This is an optimization exercise on Yosys and OpenROAD, whose aim is small area, not a production implementation. At most, simulation tests tie the RTL to the original design; equivalence was not proved.

==> 11-27: inputs <==
// ssc_tx_chan
module ssc_tx_chan
#(
    parameter logic [15:0] BASE   = 16'h0800,
    parameter int          SIN_AW = 13
) (
    input  logic        clk,
    input  logic        rst,
    input  logic [31:0] addr,
    input  logic [31:0] Wdata,
    input  logic        write,
    input  logic        read,
    output logic [31:0] Rdata,
    input  logic        tick,
    output logic [15:0] DAC,
    output logic        pushDAC,
    output logic        epoch
);
clock: 9.0 ns
lec_check: 0
abc_area: 1
cap_margin: 20
core_margin: 2
core_utilization: 40
gpl_timing_driven: 0
slew_margin: 20
synth_hierarchical: 1
standard.sh (not shown) runs the stock make flow with config.mk's settings and CLKGATE_MAP_FILE= SYNTH_SCRIPT=/design/flow/synth_recipe.tcl, a recipe that flattens the netlist after the stock synthesis.
==> flow/flow/run.sh <==
#!/bin/bash
set -euo pipefail
export REMOVE_ABC_BUFFERS=1
export BUFFER_PORTS_ARGS="-buffer_cell sky130_fd_sc_hd__buf_1"
export CTS_ARGS="-sink_clustering_enable -repair_clock_nets -dont_use_dummy_load -buf_list {sky130_fd_sc_hd__clkbuf_8} -sink_clustering_size 14 -sink_clustering_max_diameter 60"
bash standard.sh > standard.log 2>&1
==> 01-24 (differences from 11-27) <==
--- a/flow/design.v
+++ b/flow/design.v
@@ -289,28 +289,20 @@
     logic [STATE_W-1:0] prn_mask;
     always_comb begin
         prn_mask = STATE_W'(1) << prn_q[HOB_MSB -: HOB_W];
         prn_bit  = |(prn_q[STATE_MSB:0] & prn_mask);
         prn_nxt  = ((prn_q[STATE_MSB:0] & ~prn_mask) << 1) ^ (prn_bit ? prn_q[POLY_MSB -: POLY_W] : '0);
     end
-    logic [32:0] sc;
-    logic        sc_unused;
-    assign sc[0] = adv;
-    assign sc[8] = adv && (&scnt_q[7:0]);
-    for (genvar k = 0; k < 32; k++) begin : g_scnt
-        if (k == 7) begin : g_brk
-            ssc_ha u_ha (.a(scnt_q[k]), .b(sc[k]), .s(scnt_inc[k]), .co(sc_unused));
-        end else begin : g_bit
-            ssc_ha u_ha (.a(scnt_q[k]), .b(sc[k]), .s(scnt_inc[k]), .co(sc[k+1]));
-        end
-    end
     always_comb begin
-        logic ea;
+        logic sa, ea;
+        sa = 1'b1;
         ea = 1'b1;
         for (int k = 0; k < 32; k++) begin
+            scnt_inc[k] = scnt_q[k] ^ (adv && sa);
             ecnt_inc[k] = ecnt_q[k] ^ (epoch_set && ea);
+            sa = sa & scnt_q[k];
             ea = ea & ecnt_q[k];
         end
     end
     always_ff @(posedge clk or posedge rst) begin
         if (rst) begin
             run_q     <= 1'b0;
==> flow/flow/run.sh (replaced) <==
#!/bin/bash
set -euo pipefail
export REMOVE_ABC_BUFFERS=1
export RECOVER_POWER=100
export BUFFER_PORTS_ARGS="-buffer_cell sky130_fd_sc_hd__buf_1"
export CTS_ARGS="-sink_clustering_enable -repair_clock_nets -dont_use_dummy_load -buf_list {sky130_fd_sc_hd__clkbuf_8} -sink_clustering_size 14 -sink_clustering_max_diameter 60"
bash standard.sh > standard.log 2>&1
==> 04-02 (differences from 11-27) <==
--- a/flow/design.v
+++ b/flow/design.v
@@ -283,34 +283,27 @@
     wire h_d100 = h_d98 & h_d80;
     assign chph_sum[31] = h_d82 ^ (h_d63 & h_d100);
     wire h_d102 = h_d100 & h_d82;
     wire h_d103 = h_d83 | (h_d63 & h_d102);
     assign prn_edge  = adv && chph_sum[31] && !chph_q[31];
     assign epoch_set = prn_edge && !wsel[5] && (prn_nxt == 14'h0001);
-    logic [STATE_W-1:0] prn_mask;
+    ssc_prn_step u_prn (
+        .hob_i   (prn_q[HOB_MSB -: HOB_W]),
+        .poly_i  (prn_q[POLY_MSB -: POLY_W]),
+        .state_i (prn_q[STATE_MSB:0]),
+        .state_o (prn_nxt),
+        .bit_o   (prn_bit)
+    );
     always_comb begin
-        prn_mask = STATE_W'(1) << prn_q[HOB_MSB -: HOB_W];
-        prn_bit  = |(prn_q[STATE_MSB:0] & prn_mask);
-        prn_nxt  = ((prn_q[STATE_MSB:0] & ~prn_mask) << 1) ^ (prn_bit ? prn_q[POLY_MSB -: POLY_W] : '0);
-    end
-    logic [32:0] sc;
-    logic        sc_unused;
-    assign sc[0] = adv;
-    assign sc[8] = adv && (&scnt_q[7:0]);
-    for (genvar k = 0; k < 32; k++) begin : g_scnt
-        if (k == 7) begin : g_brk
-            ssc_ha u_ha (.a(scnt_q[k]), .b(sc[k]), .s(scnt_inc[k]), .co(sc_unused));
-        end else begin : g_bit
-            ssc_ha u_ha (.a(scnt_q[k]), .b(sc[k]), .s(scnt_inc[k]), .co(sc[k+1]));
-        end
-    end
-    always_comb begin
-        logic ea;
+        logic sa, ea;
+        sa = 1'b1;
         ea = 1'b1;
         for (int k = 0; k < 32; k++) begin
+            scnt_inc[k] = scnt_q[k] ^ (adv && sa);
             ecnt_inc[k] = ecnt_q[k] ^ (epoch_set && ea);
+            sa = sa & scnt_q[k];
             ea = ea & ecnt_q[k];
         end
     end
     always_ff @(posedge clk or posedge rst) begin
         if (rst) begin
             run_q     <= 1'b0;
@@ -1075,64 +1068,56 @@
     ssc_fa u_g_m419 (.a(g_m373), .b(g_m372), .c(g_m418), .s(g_m419), .co(g_m420));
     wire g_m421, g_m422;
     ssc_fa u_g_m421 (.a(g_m375), .b(g_m374), .c(g_m420), .s(g_m421), .co(g_m422));
     wire g_m423, g_m424;
     ssc_fa u_g_m423 (.a(g_m377), .b(g_m376), .c(g_m422), .s(g_m423), .co(g_m424));
     wire g_m425, g_m426;
-    ssc_ha u_g_m425 (.a(g_m379), .b(g_m378), .s(g_m425), .co(g_m426));
+    ssc_fa u_g_m425 (.a(g_m379), .b(g_m378), .c(g_m424), .s(g_m425), .co(g_m426));
     wire g_m427, g_m428;
     ssc_fa u_g_m427 (.a(g_m381), .b(g_m380), .c(g_m426), .s(g_m427), .co(g_m428));
     wire g_m429, g_m430;
     ssc_fa u_g_m429 (.a(g_m383), .b(g_m382), .c(g_m428), .s(g_m429), .co(g_m430));
     wire g_m431, g_m432;
     ssc_fa u_g_m431 (.a(g_m385), .b(g_m384), .c(g_m430), .s(g_m431), .co(g_m432));
-    wire g_m433 = g_m425 ^ g_m424;
-    wire g_m434 = g_m427 ^ (g_m424 & g_m425);
-    wire g_m435 = g_m425 & g_m427;
-    wire g_m436 = g_m429 ^ (g_m424 & g_m435);
-    wire g_m437 = g_m435 & g_m429;
-    wire g_m438 = g_m431 ^ (g_m424 & g_m437);
-    wire g_m439 = g_m437 & g_m431;
-    wire g_m440 = g_m432 | (g_m424 & g_m439);
+    wire g_m433, g_m434;
+    ssc_ha u_g_m433 (.a(g_m387), .b(g_m386), .s(g_m433), .co(g_m434));
+    wire g_m435, g_m436;
+    ssc_fa u_g_m435 (.a(g_m389), .b(g_m388), .c(g_m434), .s(g_m435), .co(g_m436));
+    wire g_m437, g_m438;
+    ssc_fa u_g_m437 (.a(g_m391), .b(g_m390), .c(g_m436), .s(g_m437), .co(g_m438));
+    wire g_m439, g_m440;
+    ssc_fa u_g_m439 (.a(g_m393), .b(g_m392), .c(g_m438), .s(g_m439), .co(g_m440));
     wire g_m441, g_m442;
-    ssc_ha u_g_m441 (.a(g_m387), .b(g_m386), .s(g_m441), .co(g_m442));
+    ssc_fa u_g_m441 (.a(g_m395), .b(g_m394), .c(g_m440), .s(g_m441), .co(g_m442));
     wire g_m443, g_m444;
-    ssc_fa u_g_m443 (.a(g_m389), .b(g_m388), .c(g_m442), .s(g_m443), .co(g_m444));
+    ssc_fa u_g_m443 (.a(g_m397), .b(g_m396), .c(g_m442), .s(g_m443), .co(g_m444));
     wire g_m445, g_m446;
-    ssc_fa u_g_m445 (.a(g_m391), .b(g_m390), .c(g_m444), .s(g_m445), .co(g_m446));
+    ssc_fa u_g_m445 (.a(g_m399), .b(g_m398), .c(g_m444), .s(g_m445), .co(g_m446));
     wire g_m447, g_m448;
-    ssc_fa u_g_m447 (.a(g_m393), .b(g_m392), .c(g_m446), .s(g_m447), .co(g_m448));
-    wire g_m449 = g_m441 ^ g_m440;
-    wire g_m450 = g_m443 ^ (g_m440 & g_m441);
-    wire g_m451 = g_m441 & g_m443;
-    wire g_m452 = g_m445 ^ (g_m440 & g_m451);
-    wire g_m453 = g_m451 & g_m445;
-    wire g_m454 = g_m447 ^ (g_m440 & g_m453);
-    wire g_m455 = g_m453 & g_m447;
-    wire g_m456 = g_m448 | (g_m440 & g_m455);
-    wire g_m457, g_m458;
-    ssc_ha u_g_m457 (.a(g_m395), .b(g_m394), .s(g_m457), .co(g_m458));
-    wire g_m459, g_m460;
-    ssc_fa u_g_m459 (.a(g_m397), .b(g_m396), .c(g_m458), .s(g_m459), .co(g_m460));
-    wire g_m461, g_m462;
-    ssc_fa u_g_m461 (.a(g_m399), .b(g_m398), .c(g_m460), .s(g_m461), .co(g_m462));
-    wire g_m463, g_m464;
-    ssc_fa u_g_m463 (.a(g_m401), .b(g_m400), .c(g_m462), .s(g_m463), .co(g_m464));
-    wire g_m465, g_m466;
-    ssc_fa u_g_m465 (.a(g_m167), .b(g_m166), .c(g_m464), .s(g_m465), .co(g_m466));
-    wire g_m467 = g_m457 ^ g_m456;
-    wire g_m468 = g_m459 ^ (g_m456 & g_m457);
-    wire g_m469 = g_m457 & g_m459;
-    wire g_m470 = g_m461 ^ (g_m456 & g_m469);
-    wire g_m471 = g_m469 & g_m461;
-    wire g_m472 = g_m463 ^ (g_m456 & g_m471);
-    wire g_m473 = g_m471 & g_m463;
-    wire g_m474 = g_m465 ^ (g_m456 & g_m473);
-    wire g_m475 = g_m473 & g_m465;
-    wire g_m476 = g_m466 | (g_m456 & g_m475);
-    wire [16:0] g_q = {g_m474, g_m472, g_m470, g_m468, g_m467, g_m454, g_m452, g_m450, g_m449, g_m438, g_m436, g_m434, g_m433, g_m423, g_m421, g_m419, g_m417};
+    ssc_fa u_g_m447 (.a(g_m401), .b(g_m400), .c(g_m446), .s(g_m447), .co(g_m448));
+    wire g_m449, g_m450;
+    ssc_fa u_g_m449 (.a(g_m167), .b(g_m166), .c(g_m448), .s(g_m449), .co(g_m450));
+    wire g_m451 = g_m433 ^ g_m432;
+    wire g_m452 = g_m435 ^ (g_m432 & g_m433);
+    wire g_m453 = g_m433 & g_m435;
+    wire g_m454 = g_m437 ^ (g_m432 & g_m453);
+    wire g_m455 = g_m453 & g_m437;
+    wire g_m456 = g_m439 ^ (g_m432 & g_m455);
+    wire g_m457 = g_m455 & g_m439;
+    wire g_m458 = g_m441 ^ (g_m432 & g_m457);
+    wire g_m459 = g_m457 & g_m441;
+    wire g_m460 = g_m443 ^ (g_m432 & g_m459);
+    wire g_m461 = g_m459 & g_m443;
+    wire g_m462 = g_m445 ^ (g_m432 & g_m461);
+    wire g_m463 = g_m461 & g_m445;
+    wire g_m464 = g_m447 ^ (g_m432 & g_m463);
+    wire g_m465 = g_m463 & g_m447;
+    wire g_m466 = g_m449 ^ (g_m432 & g_m465);
+    wire g_m467 = g_m465 & g_m449;
+    wire g_m468 = g_m450 | (g_m432 & g_m467);
+    wire [16:0] g_q = {g_m466, g_m464, g_m462, g_m460, g_m458, g_m456, g_m454, g_m452, g_m451, g_m431, g_m429, g_m427, g_m425, g_m423, g_m421, g_m419, g_m417};
     wire g_pos_ov = ~g_q[16] & g_q[15];
     wire g_neg_ov = g_q[16] & ~g_q[15];
     wire g_neg_min = g_q[16] & g_q[15] & ~|g_q[14:1] & ~g_q[0];
     assign y2[15:1] = g_pos_ov ? 15'h3fff : g_neg_ov ? 15'h4000 : g_q[15:1];
     assign y2[0] = g_q[0] | g_pos_ov | g_neg_ov | g_neg_min;
     always_ff @(posedge clk or posedge rst) begin
==> qor summary <==
Run status: 01-24 failed layout checks; 11-27 timing/DRC/antenna clean; 04-02 timing/DRC/antenna clean
Reasons for failing layout checks: 01-24 capacitance limit, slew limit; 11-27 -; 04-02 -
Die W: 01-24 245 microns; 11-27 245 microns; 04-02 246 microns
Met2 usage: 01-24 41.4%; 11-27 40.0%; 04-02 42.3%
Critical path data arrival time: 01-24 9.20 ns; 11-27 9.03 ns; 04-02 9.19 ns
Relative slew slack: 01-24 -180%; 11-27 27.1%; 04-02 19.0%
Area of all placed cells without fillers: 01-24 24,800 sq um; 11-27 25,000 sq um; 04-02 25,600 sq um
Non-Clock Buffer Count: 01-24 116; 11-27 117; 04-02 151
Xor and xnor fraction of the mapped netlist area: 01-24 6.89%; 11-27 7.38%; 04-02 6.51%
Final-layout clock buffer total: 01-24 30; 11-27 34; 04-02 31
Area Overhead vs Synth: 01-24 6.63%; 11-27 7.33%; 04-02 9.60%
Slack of the critical path: 01-24 0.327 ns; 11-27 0.437 ns; 04-02 0.318 ns
Number of inserted filler cells in the final layout: 01-24 5,675; 11-27 5,606; 04-02 5,663
Number of buffers created by CTS: 01-24 30; 11-27 34; 04-02 31
For 11-27, only the layout was checked, not whether the RTL still works.

========
==> inputs of v6 <==
ssc_tx_chan, a different RTL version from the one above (not shown whole).
clock: 9.0 ns
lec_check: 0
abc_area: 1
cap_margin: 20
core_margin: 2
core_utilization: 40
slew_margin: 20
synth_hierarchical: 1
run.sh (not shown) runs the stock make flow with config.mk's settings and CLKGATE_MAP_FILE= SYNTH_SCRIPT=/design/flow/synth_recipe.tcl, a recipe that flattens the netlist after the stock synthesis.
Stock flow here: none of the scripts above is used.
==> inputs of v16, as changes to v6 <==
--- a/flow/design.v
+++ b/flow/design.v
@@ -308,46 +308,40 @@
     ssc_fa u_q254 (.a(q217), .b(q216), .c(q253), .s(t[3]), .co(q255));
     wire q257;
     ssc_fa u_q256 (.a(q219), .b(q218), .c(q255), .s(t[4]), .co(q257));
     wire q259;
     ssc_fa u_q258 (.a(q221), .b(q220), .c(q257), .s(t[5]), .co(q259));
     wire q261;
     ssc_fa u_q260 (.a(q223), .b(q222), .c(q259), .s(t[6]), .co(q261));
-    wire q262, q263;
-    ssc_ha u_q262 (.a(q225), .b(q224), .s(q262), .co(q263));
-    wire q264, q265;
-    ssc_fa u_q264 (.a(q227), .b(q226), .c(q263), .s(q264), .co(q265));
-    wire q266, q267;
-    ssc_fa u_q266 (.a(q229), .b(q228), .c(q265), .s(q266), .co(q267));
+    wire q263;
+    ssc_fa u_q262 (.a(q225), .b(q224), .c(q261), .s(t[7]), .co(q263));
+    wire q265;
+    ssc_fa u_q264 (.a(q227), .b(q226), .c(q263), .s(t[8]), .co(q265));
+    wire q267;
+    ssc_fa u_q266 (.a(q229), .b(q228), .c(q265), .s(t[9]), .co(q267));
     wire q268, q269;
-    ssc_fa u_q268 (.a(q231), .b(q230), .c(q267), .s(q268), .co(q269));
+    ssc_ha u_q268 (.a(q231), .b(q230), .s(q268), .co(q269));
     wire q270, q271;
     ssc_fa u_q270 (.a(q233), .b(q232), .c(q269), .s(q270), .co(q271));
     wire q272, q273;
     ssc_fa u_q272 (.a(q235), .b(q234), .c(q271), .s(q272), .co(q273));
     wire q274, q275;
     ssc_fa u_q274 (.a(q237), .b(q236), .c(q273), .s(q274), .co(q275));
     wire q276, q277;
     ssc_fa u_q276 (.a(a[11]), .b(q238), .c(q275), .s(q276), .co(q277));
-    assign t[7] = q262 ^ q261;
-    assign t[8] = q264 ^ (q261 & q262);
-    wire q280 = q262 & q264;
-    assign t[9] = q266 ^ (q261 & q280);
-    wire q282 = q280 & q266;
-    assign t[10] = q268 ^ (q261 & q282);
-    wire q284 = q282 & q268;
-    assign t[11] = q270 ^ (q261 & q284);
-    wire q286 = q284 & q270;
-    assign t[12] = q272 ^ (q261 & q286);
-    wire q288 = q286 & q272;
-    assign t[13] = q274 ^ (q261 & q288);
-    wire q290 = q288 & q274;
-    assign t[14] = q276 ^ (q261 & q290);
-    wire q292 = q290 & q276;
-    wire q293 = q277 | (q261 & q292);
+    assign t[10] = q268 ^ q267;
+    assign t[11] = q270 ^ (q267 & q268);
+    wire q280 = q268 & q270;
+    assign t[12] = q272 ^ (q267 & q280);
+    wire q282 = q280 & q272;
+    assign t[13] = q274 ^ (q267 & q282);
+    wire q284 = q282 & q274;
+    assign t[14] = q276 ^ (q267 & q284);
+    wire q286 = q284 & q276;
+    wire q287 = q277 | (q267 & q286);
 endmodule
 module ssc_gain_mul (
     input  logic [14:0] t,
     input  logic        neg,
     input  logic [15:0] g,
     output logic [15:0] y
 );
@@ -852,94 +846,86 @@
     ssc_fa u_d16 (.a(x[8]), .b(y[8]), .c(d15), .s(s[8]), .co(d17));
     wire d19;
     ssc_fa u_d18 (.a(x[9]), .b(y[9]), .c(d17), .s(s[9]), .co(d19));
     wire d21;
     ssc_fa u_d20 (.a(x[10]), .b(y[10]), .c(d19), .s(s[10]), .co(d21));
     wire d23;
     ssc_fa u_d22 (.a(x[11]), .b(y[11]), .c(d21), .s(s[11]), .co(d23));
-    wire d24, d25;
-    ssc_ha u_d24 (.a(x[12]), .b(y[12]), .s(d24), .co(d25));
-    wire d26, d27;
-    ssc_fa u_d26 (.a(x[13]), .b(y[13]), .c(d25), .s(d26), .co(d27));
-    wire d28, d29;
-    ssc_fa u_d28 (.a(x[14]), .b(y[14]), .c(d27), .s(d28), .co(d29));
-    wire d30, d31;
-    ssc_fa u_d30 (.a(x[15]), .b(y[15]), .c(d29), .s(d30), .co(d31));
+    wire d25;
+    ssc_fa u_d24 (.a(x[12]), .b(y[12]), .c(d23), .s(s[12]), .co(d25));
+    wire d27;
+    ssc_fa u_d26 (.a(x[13]), .b(y[13]), .c(d25), .s(s[13]), .co(d27));
+    wire d29;
+    ssc_fa u_d28 (.a(x[14]), .b(y[14]), .c(d27), .s(s[14]), .co(d29));
+    wire d31;
+    ssc_fa u_d30 (.a(x[15]), .b(y[15]), .c(d29), .s(s[15]), .co(d31));
     wire d32, d33;
-    ssc_fa u_d32 (.a(x[16]), .b(y[16]), .c(d31), .s(d32), .co(d33));
+    ssc_ha u_d32 (.a(x[16]), .b(y[16]), .s(d32), .co(d33));
     wire d34, d35;
     ssc_fa u_d34 (.a(x[17]), .b(y[17]), .c(d33), .s(d34), .co(d35));
     wire d36, d37;
     ssc_fa u_d36 (.a(x[18]), .b(y[18]), .c(d35), .s(d36), .co(d37));
     wire d38, d39;
     ssc_fa u_d38 (.a(x[19]), .b(y[19]), .c(d37), .s(d38), .co(d39));
     wire d40, d41;
     ssc_fa u_d40 (.a(x[20]), .b(y[20]), .c(d39), .s(d40), .co(d41));
     wire d42, d43;
     ssc_fa u_d42 (.a(x[21]), .b(y[21]), .c(d41), .s(d42), .co(d43));
-    assign s[12] = d24 ^ d23;
-    assign s[13] = d26 ^ (d23 & d24);
-    wire d46 = d24 & d26;
-    assign s[14] = d28 ^ (d23 & d46);
-    wire d48 = d46 & d28;
-    assign s[15] = d30 ^ (d23 & d48);
-    wire d50 = d48 & d30;
-    assign s[16] = d32 ^ (d23 & d50);
-    wire d52 = d50 & d32;
-    assign s[17] = d34 ^ (d23 & d52);
-    wire d54 = d52 & d34;
-    assign s[18] = d36 ^ (d23 & d54);
-    wire d56 = d54 & d36;
-    assign s[19] = d38 ^ (d23 & d56);
-    wire d58 = d56 & d38;
-    assign s[20] = d40 ^ (d23 & d58);
-    wire d60 = d58 & d40;
-    assign s[21] = d42 ^ (d23 & d60);
-    wire d62 = d60 & d42;
-    wire d63 = d43 | (d23 & d62);
-    wire d64, d65;
-    ssc_ha u_d64 (.a(x[22]), .b(y[22]), .s(d64), .co(d65));
-    wire d66, d67;
-    ssc_fa u_d66 (.a(x[23]), .b(y[23]), .c(d65), .s(d66), .co(d67));
-    wire d68, d69;
-    ssc_fa u_d68 (.a(x[24]), .b(y[24]), .c(d67), .s(d68), .co(d69));
-    wire d70, d71;
-    ssc_fa u_d70 (.a(x[25]), .b(y[25]), .c(d69), .s(d70), .co(d71));
-    wire d72, d73;
-    ssc_fa u_d72 (.a(x[26]), .b(y[26]), .c(d71), .s(d72), .co(d73));
-    wire d74, d75;
-    ssc_fa u_d74 (.a(x[27]), .b(y[27]), .c(d73), .s(d74), .co(d75));
-    wire d76, d77;
-    ssc_fa u_d76 (.a(x[28]), .b(y[28]), .c(d75), .s(d76), .co(d77));
-    wire d78, d79;
-    ssc_fa u_d78 (.a(x[29]), .b(y[29]), .c(d77), .s(d78), .co(d79));
-    wire d80, d81;
-    ssc_fa u_d80 (.a(x[30]), .b(y[30]), .c(d79), .s(d80), .co(d81));
-    wire d82, d83;
-    ssc_fa u_d82 (.a(x[31]), .b(y[31]), .c(d81), .s(d82), .co(d83));
-    assign s[22] = d64 ^ d63;
-    assign s[23] = d66 ^ (d63 & d64);
-    wire d86 = d64 & d66;
-    assign s[24] = d68 ^ (d63 & d86);
-    wire d88 = d86 & d68;
-    assign s[25] = d70 ^ (d63 & d88);
-    wire d90 = d88 & d70;
-    assign s[26] = d72 ^ (d63 & d90);
-    wire d92 = d90 & d72;
-    assign s[27] = d74 ^ (d63 & d92);
-    wire d94 = d92 & d74;
-    assign s[28] = d76 ^ (d63 & d94);
-    wire d96 = d94 & d76;
-    assign s[29] = d78 ^ (d63 & d96);
-    wire d98 = d96 & d78;
-    assign s[30] = d80 ^ (d63 & d98);
-    wire d100 = d98 & d80;
-    assign s[31] = d82 ^ (d63 & d100);
-    wire d102 = d100 & d82;
-    wire d103 = d83 | (d63 & d102);
+    wire d44, d45;
+    ssc_fa u_d44 (.a(x[22]), .b(y[22]), .c(d43), .s(d44), .co(d45));
+    wire d46, d47;
+    ssc_fa u_d46 (.a(x[23]), .b(y[23]), .c(d45), .s(d46), .co(d47));
+    wire d48, d49;
+    ssc_fa u_d48 (.a(x[24]), .b(y[24]), .c(d47), .s(d48), .co(d49));
+    wire d50, d51;
+    ssc_fa u_d50 (.a(x[25]), .b(y[25]), .c(d49), .s(d50), .co(d51));
+    wire d52, d53;
+    ssc_fa u_d52 (.a(x[26]), .b(y[26]), .c(d51), .s(d52), .co(d53));
+    wire d54, d55;
+    ssc_fa u_d54 (.a(x[27]), .b(y[27]), .c(d53), .s(d54), .co(d55));
+    wire d56, d57;
+    ssc_fa u_d56 (.a(x[28]), .b(y[28]), .c(d55), .s(d56), .co(d57));
+    wire d58, d59;
+    ssc_fa u_d58 (.a(x[29]), .b(y[29]), .c(d57), .s(d58), .co(d59));
+    wire d60, d61;
+    ssc_fa u_d60 (.a(x[30]), .b(y[30]), .c(d59), .s(d60), .co(d61));
+    wire d62, d63;
+    ssc_fa u_d62 (.a(x[31]), .b(y[31]), .c(d61), .s(d62), .co(d63));
+    assign s[16] = d32 ^ d31;
+    assign s[17] = d34 ^ (d31 & d32);
+    wire d66 = d32 & d34;
+    assign s[18] = d36 ^ (d31 & d66);
+    wire d68 = d66 & d36;
+    assign s[19] = d38 ^ (d31 & d68);
+    wire d70 = d68 & d38;
+    assign s[20] = d40 ^ (d31 & d70);
+    wire d72 = d70 & d40;
+    assign s[21] = d42 ^ (d31 & d72);
+    wire d74 = d72 & d42;
+    assign s[22] = d44 ^ (d31 & d74);
+    wire d76 = d74 & d44;
+    assign s[23] = d46 ^ (d31 & d76);
+    wire d78 = d76 & d46;
+    assign s[24] = d48 ^ (d31 & d78);
+    wire d80 = d78 & d48;
+    assign s[25] = d50 ^ (d31 & d80);
+    wire d82 = d80 & d50;
+    assign s[26] = d52 ^ (d31 & d82);
+    wire d84 = d82 & d52;
+    assign s[27] = d54 ^ (d31 & d84);
+    wire d86 = d84 & d54;
+    assign s[28] = d56 ^ (d31 & d86);
+    wire d88 = d86 & d56;
+    assign s[29] = d58 ^ (d31 & d88);
+    wire d90 = d88 & d58;
+    assign s[30] = d60 ^ (d31 & d90);
+    wire d92 = d90 & d60;
+    assign s[31] = d62 ^ (d31 & d92);
+    wire d94 = d92 & d62;
+    wire d95 = d63 | (d31 & d94);
 endmodule
 module ssc_add32_p (
     input  logic [31:0] x,
     input  logic [31:0] y,
     output logic [31:0] s
 );
     wire d1;
==> flow/flow/run.sh (new file) <==
#!/bin/bash
# The standard layout (standard.sh), changed only in two ways: the port buffers use the
# smallest buffer cell, and clock tree synthesis inserts no dummy loads and uses clkbuf_8
# buffers on clusters of at most 10 sinks.
# Each tool's full output stays in the ORFS logs under orfs/logs; make's output goes to
# standard.log in this folder.
set -euo pipefail
export REMOVE_ABC_BUFFERS=1
export BUFFER_PORTS_ARGS="-buffer_cell sky130_fd_sc_hd__buf_1"
export CTS_ARGS="-sink_clustering_enable -repair_clock_nets -dont_use_dummy_load -buf_list {sky130_fd_sc_hd__clkbuf_8} -sink_clustering_size 10 -sink_clustering_max_diameter 50"
bash standard.sh > standard.log 2>&1
==> flow/standard.sh (new file) <==
#!/bin/bash
# synth_recipe.tcl (not shown) runs the flow's synth.tcl, then flattens the netlist and writes it again
# the make line also repeats each setting of config.mk as NAME=value (left out here)
make -C /OpenROAD-flow-scripts/flow DESIGN_CONFIG=/design/flow/config.mk WORK_HOME=/design/flow/orfs CLKGATE_MAP_FILE= SYNTH_SCRIPT=/design/flow/synth_recipe.tcl "${@:-finish}"
- GPL_TIMING_DRIVEN: not set -> 0
removed: flow/run.sh
==> inputs of v3, as changes to v6 <==
--- a/flow/design.v
+++ b/flow/design.v
@@ -308,46 +308,40 @@
     ssc_fa u_q254 (.a(q217), .b(q216), .c(q253), .s(t[3]), .co(q255));
     wire q257;
     ssc_fa u_q256 (.a(q219), .b(q218), .c(q255), .s(t[4]), .co(q257));
     wire q259;
     ssc_fa u_q258 (.a(q221), .b(q220), .c(q257), .s(t[5]), .co(q259));
     wire q261;
     ssc_fa u_q260 (.a(q223), .b(q222), .c(q259), .s(t[6]), .co(q261));
-    wire q262, q263;
-    ssc_ha u_q262 (.a(q225), .b(q224), .s(q262), .co(q263));
-    wire q264, q265;
-    ssc_fa u_q264 (.a(q227), .b(q226), .c(q263), .s(q264), .co(q265));
-    wire q266, q267;
-    ssc_fa u_q266 (.a(q229), .b(q228), .c(q265), .s(q266), .co(q267));
+    wire q263;
+    ssc_fa u_q262 (.a(q225), .b(q224), .c(q261), .s(t[7]), .co(q263));
+    wire q265;
+    ssc_fa u_q264 (.a(q227), .b(q226), .c(q263), .s(t[8]), .co(q265));
+    wire q267;
+    ssc_fa u_q266 (.a(q229), .b(q228), .c(q265), .s(t[9]), .co(q267));
     wire q268, q269;
-    ssc_fa u_q268 (.a(q231), .b(q230), .c(q267), .s(q268), .co(q269));
+    ssc_ha u_q268 (.a(q231), .b(q230), .s(q268), .co(q269));
     wire q270, q271;
     ssc_fa u_q270 (.a(q233), .b(q232), .c(q269), .s(q270), .co(q271));
     wire q272, q273;
     ssc_fa u_q272 (.a(q235), .b(q234), .c(q271), .s(q272), .co(q273));
     wire q274, q275;
     ssc_fa u_q274 (.a(q237), .b(q236), .c(q273), .s(q274), .co(q275));
     wire q276, q277;
     ssc_fa u_q276 (.a(a[11]), .b(q238), .c(q275), .s(q276), .co(q277));
-    assign t[7] = q262 ^ q261;
-    assign t[8] = q264 ^ (q261 & q262);
-    wire q280 = q262 & q264;
-    assign t[9] = q266 ^ (q261 & q280);
-    wire q282 = q280 & q266;
-    assign t[10] = q268 ^ (q261 & q282);
-    wire q284 = q282 & q268;
-    assign t[11] = q270 ^ (q261 & q284);
-    wire q286 = q284 & q270;
-    assign t[12] = q272 ^ (q261 & q286);
-    wire q288 = q286 & q272;
-    assign t[13] = q274 ^ (q261 & q288);
-    wire q290 = q288 & q274;
-    assign t[14] = q276 ^ (q261 & q290);
-    wire q292 = q290 & q276;
-    wire q293 = q277 | (q261 & q292);
+    assign t[10] = q268 ^ q267;
+    assign t[11] = q270 ^ (q267 & q268);
+    wire q280 = q268 & q270;
+    assign t[12] = q272 ^ (q267 & q280);
+    wire q282 = q280 & q272;
+    assign t[13] = q274 ^ (q267 & q282);
+    wire q284 = q282 & q274;
+    assign t[14] = q276 ^ (q267 & q284);
+    wire q286 = q284 & q276;
+    wire q287 = q277 | (q267 & q286);
 endmodule
 module ssc_gain_mul (
     input  logic [14:0] t,
     input  logic        neg,
     input  logic [15:0] g,
     output logic [15:0] y
 );
@@ -852,94 +846,86 @@
     ssc_fa u_d16 (.a(x[8]), .b(y[8]), .c(d15), .s(s[8]), .co(d17));
     wire d19;
     ssc_fa u_d18 (.a(x[9]), .b(y[9]), .c(d17), .s(s[9]), .co(d19));
     wire d21;
     ssc_fa u_d20 (.a(x[10]), .b(y[10]), .c(d19), .s(s[10]), .co(d21));
     wire d23;
     ssc_fa u_d22 (.a(x[11]), .b(y[11]), .c(d21), .s(s[11]), .co(d23));
-    wire d24, d25;
-    ssc_ha u_d24 (.a(x[12]), .b(y[12]), .s(d24), .co(d25));
-    wire d26, d27;
-    ssc_fa u_d26 (.a(x[13]), .b(y[13]), .c(d25), .s(d26), .co(d27));
-    wire d28, d29;
-    ssc_fa u_d28 (.a(x[14]), .b(y[14]), .c(d27), .s(d28), .co(d29));
-    wire d30, d31;
-    ssc_fa u_d30 (.a(x[15]), .b(y[15]), .c(d29), .s(d30), .co(d31));
+    wire d25;
+    ssc_fa u_d24 (.a(x[12]), .b(y[12]), .c(d23), .s(s[12]), .co(d25));
+    wire d27;
+    ssc_fa u_d26 (.a(x[13]), .b(y[13]), .c(d25), .s(s[13]), .co(d27));
+    wire d29;
+    ssc_fa u_d28 (.a(x[14]), .b(y[14]), .c(d27), .s(s[14]), .co(d29));
+    wire d31;
+    ssc_fa u_d30 (.a(x[15]), .b(y[15]), .c(d29), .s(s[15]), .co(d31));
     wire d32, d33;
-    ssc_fa u_d32 (.a(x[16]), .b(y[16]), .c(d31), .s(d32), .co(d33));
+    ssc_ha u_d32 (.a(x[16]), .b(y[16]), .s(d32), .co(d33));
     wire d34, d35;
     ssc_fa u_d34 (.a(x[17]), .b(y[17]), .c(d33), .s(d34), .co(d35));
     wire d36, d37;
     ssc_fa u_d36 (.a(x[18]), .b(y[18]), .c(d35), .s(d36), .co(d37));
     wire d38, d39;
     ssc_fa u_d38 (.a(x[19]), .b(y[19]), .c(d37), .s(d38), .co(d39));
     wire d40, d41;
     ssc_fa u_d40 (.a(x[20]), .b(y[20]), .c(d39), .s(d40), .co(d41));
     wire d42, d43;
     ssc_fa u_d42 (.a(x[21]), .b(y[21]), .c(d41), .s(d42), .co(d43));
-    assign s[12] = d24 ^ d23;
-    assign s[13] = d26 ^ (d23 & d24);
-    wire d46 = d24 & d26;
-    assign s[14] = d28 ^ (d23 & d46);
-    wire d48 = d46 & d28;
-    assign s[15] = d30 ^ (d23 & d48);
-    wire d50 = d48 & d30;
-    assign s[16] = d32 ^ (d23 & d50);
-    wire d52 = d50 & d32;
-    assign s[17] = d34 ^ (d23 & d52);
-    wire d54 = d52 & d34;
-    assign s[18] = d36 ^ (d23 & d54);
-    wire d56 = d54 & d36;
-    assign s[19] = d38 ^ (d23 & d56);
-    wire d58 = d56 & d38;
-    assign s[20] = d40 ^ (d23 & d58);
-    wire d60 = d58 & d40;
-    assign s[21] = d42 ^ (d23 & d60);
-    wire d62 = d60 & d42;
-    wire d63 = d43 | (d23 & d62);
-    wire d64, d65;
-    ssc_ha u_d64 (.a(x[22]), .b(y[22]), .s(d64), .co(d65));
-    wire d66, d67;
-    ssc_fa u_d66 (.a(x[23]), .b(y[23]), .c(d65), .s(d66), .co(d67));
-    wire d68, d69;
-    ssc_fa u_d68 (.a(x[24]), .b(y[24]), .c(d67), .s(d68), .co(d69));
-    wire d70, d71;
-    ssc_fa u_d70 (.a(x[25]), .b(y[25]), .c(d69), .s(d70), .co(d71));
-    wire d72, d73;
-    ssc_fa u_d72 (.a(x[26]), .b(y[26]), .c(d71), .s(d72), .co(d73));
-    wire d74, d75;
-    ssc_fa u_d74 (.a(x[27]), .b(y[27]), .c(d73), .s(d74), .co(d75));
-    wire d76, d77;
-    ssc_fa u_d76 (.a(x[28]), .b(y[28]), .c(d75), .s(d76), .co(d77));
-    wire d78, d79;
-    ssc_fa u_d78 (.a(x[29]), .b(y[29]), .c(d77), .s(d78), .co(d79));
-    wire d80, d81;
-    ssc_fa u_d80 (.a(x[30]), .b(y[30]), .c(d79), .s(d80), .co(d81));
-    wire d82, d83;
-    ssc_fa u_d82 (.a(x[31]), .b(y[31]), .c(d81), .s(d82), .co(d83));
-    assign s[22] = d64 ^ d63;
-    assign s[23] = d66 ^ (d63 & d64);
-    wire d86 = d64 & d66;
-    assign s[24] = d68 ^ (d63 & d86);
-    wire d88 = d86 & d68;
-    assign s[25] = d70 ^ (d63 & d88);
-    wire d90 = d88 & d70;
-    assign s[26] = d72 ^ (d63 & d90);
-    wire d92 = d90 & d72;
-    assign s[27] = d74 ^ (d63 & d92);
-    wire d94 = d92 & d74;
-    assign s[28] = d76 ^ (d63 & d94);
-    wire d96 = d94 & d76;
-    assign s[29] = d78 ^ (d63 & d96);
-    wire d98 = d96 & d78;
-    assign s[30] = d80 ^ (d63 & d98);
-    wire d100 = d98 & d80;
-    assign s[31] = d82 ^ (d63 & d100);
-    wire d102 = d100 & d82;
-    wire d103 = d83 | (d63 & d102);
+    wire d44, d45;
+    ssc_fa u_d44 (.a(x[22]), .b(y[22]), .c(d43), .s(d44), .co(d45));
+    wire d46, d47;
+    ssc_fa u_d46 (.a(x[23]), .b(y[23]), .c(d45), .s(d46), .co(d47));
+    wire d48, d49;
+    ssc_fa u_d48 (.a(x[24]), .b(y[24]), .c(d47), .s(d48), .co(d49));
+    wire d50, d51;
+    ssc_fa u_d50 (.a(x[25]), .b(y[25]), .c(d49), .s(d50), .co(d51));
+    wire d52, d53;
+    ssc_fa u_d52 (.a(x[26]), .b(y[26]), .c(d51), .s(d52), .co(d53));
+    wire d54, d55;
+    ssc_fa u_d54 (.a(x[27]), .b(y[27]), .c(d53), .s(d54), .co(d55));
+    wire d56, d57;
+    ssc_fa u_d56 (.a(x[28]), .b(y[28]), .c(d55), .s(d56), .co(d57));
+    wire d58, d59;
+    ssc_fa u_d58 (.a(x[29]), .b(y[29]), .c(d57), .s(d58), .co(d59));
+    wire d60, d61;
+    ssc_fa u_d60 (.a(x[30]), .b(y[30]), .c(d59), .s(d60), .co(d61));
+    wire d62, d63;
+    ssc_fa u_d62 (.a(x[31]), .b(y[31]), .c(d61), .s(d62), .co(d63));
+    assign s[16] = d32 ^ d31;
+    assign s[17] = d34 ^ (d31 & d32);
+    wire d66 = d32 & d34;
+    assign s[18] = d36 ^ (d31 & d66);
+    wire d68 = d66 & d36;
+    assign s[19] = d38 ^ (d31 & d68);
+    wire d70 = d68 & d38;
+    assign s[20] = d40 ^ (d31 & d70);
+    wire d72 = d70 & d40;
+    assign s[21] = d42 ^ (d31 & d72);
+    wire d74 = d72 & d42;
+    assign s[22] = d44 ^ (d31 & d74);
+    wire d76 = d74 & d44;
+    assign s[23] = d46 ^ (d31 & d76);
+    wire d78 = d76 & d46;
+    assign s[24] = d48 ^ (d31 & d78);
+    wire d80 = d78 & d48;
+    assign s[25] = d50 ^ (d31 & d80);
+    wire d82 = d80 & d50;
+    assign s[26] = d52 ^ (d31 & d82);
+    wire d84 = d82 & d52;
+    assign s[27] = d54 ^ (d31 & d84);
+    wire d86 = d84 & d54;
+    assign s[28] = d56 ^ (d31 & d86);
+    wire d88 = d86 & d56;
+    assign s[29] = d58 ^ (d31 & d88);
+    wire d90 = d88 & d58;
+    assign s[30] = d60 ^ (d31 & d90);
+    wire d92 = d90 & d60;
+    assign s[31] = d62 ^ (d31 & d92);
+    wire d94 = d92 & d62;
+    wire d95 = d63 | (d31 & d94);
 endmodule
 module ssc_add32_p (
     input  logic [31:0] x,
     input  logic [31:0] y,
     output logic [31:0] s
 );
     wire d1;
==> flow/flow/run.sh (new file) <==
#!/bin/bash
# The standard layout (standard.sh), changed only in two ways: the port buffers use the
# smallest buffer cell, and clock tree synthesis inserts no dummy loads.
# Each tool's full output stays in the ORFS logs under orfs/logs; make's output goes to
# standard.log in this folder.
set -euo pipefail
export BUFFER_PORTS_ARGS="-buffer_cell sky130_fd_sc_hd__buf_1"
export CTS_ARGS="-sink_clustering_enable -repair_clock_nets -dont_use_dummy_load"
bash standard.sh > standard.log 2>&1
==> flow/standard.sh (new file) <==
#!/bin/bash
# synth_recipe.tcl (not shown) runs the flow's synth.tcl, then flattens the netlist and writes it again
# the make line also repeats each setting of config.mk as NAME=value (left out here)
make -C /OpenROAD-flow-scripts/flow DESIGN_CONFIG=/design/flow/config.mk WORK_HOME=/design/flow/orfs CLKGATE_MAP_FILE= SYNTH_SCRIPT=/design/flow/synth_recipe.tcl "${@:-finish}"
removed: flow/run.sh
==> notes.md <==
outcome timing/DRC/antenna clean; clock buffer count from CTS 36; cell depth of the worst flop-to-flop path 27; worst-case setup slack after placement 0.484 ns; crit-path max FO 9; net count reported at finish 3177; vias in the first global route 20900; cell area after placement 25400 µm²; Synth area leaders dfrtp_1, fa_1, nand2_1; fraction of final layout cells sized beyond drive strength 1 7.35%; Peak Freq 118 MHz
[end of results for v3]
==> notes.md <==
outcome timing/DRC/antenna clean; cell area after placement 26200 µm²; Synth area leaders dfrtp_1, fa_1, nand2_1; clock buffer count from CTS 36; crit-path max FO 12; Peak Freq 118 MHz; net count reported at finish 3197; fraction of final layout cells sized beyond drive strength 1 7.79%; worst-case setup slack after placement 0.296 ns; vias in the first global route 21200
[end of results for v6]
==> notes.md <==
Peak Freq 116 MHz; vias in the first global route 20600; clock buffer count from CTS 42; cell depth of the worst flop-to-flop path 37; net count reported at finish 3143; crit-path max FO 17; Synth area leaders dfrtp_1, fa_1, nand2_1; worst-case setup slack after placement -0.619 ns; cell area after placement 25200 µm²; outcome timing/DRC/antenna clean
[end of results for v16]

==> port drivers added, routing unchanged <==
How much do the figures lean on ideal ports? The routed layouts below were timed once more, with nothing changed but the port constraints.
Step 1: set_driving_cell puts a clkbuf_16 on clk and a buf_2 on each other input, an assumption about the parent block.
Step 2 also shifts input and output timing later by t, the mid clock arrival at the registers, as if the neighbouring blocks saw the same clock.
Three values: ideal, step 1, step 2; two values: the first two.
run	shift t [ns]	setup WS [ns]	worst hold slack (ns)	worst setup path after step 2	latest minus earliest clock arrival (ns)
11-27	0.639	0.437 / 0.437 / 0.437	0.335 / 0.335 / 0.335	register to register	0.120 / 0.120
01-24	0.677	0.327 / 0.327 / 0.327	0.335 / 0.335 / 0.335	register to register	0.109 / 0.109
04-02	0.682	0.318 / 0.318 / 0.318	0.324 / 0.324 / 0.324	register to register	0.121 / 0.120
v6	0.605	0.510 / 0.510 / 0.510	0.331 / 0.331 / 0.331	register to register	0.029 / 0.029
v16	0.651	0.370 / 0.370 / 0.370	0.350 / 0.350 / 0.350	register to register	0.083 / 0.083
v3	0.603	0.500 / 0.500 / 0.500	0.337 / 0.337 / 0.337	register to register	0.060 / 0.059
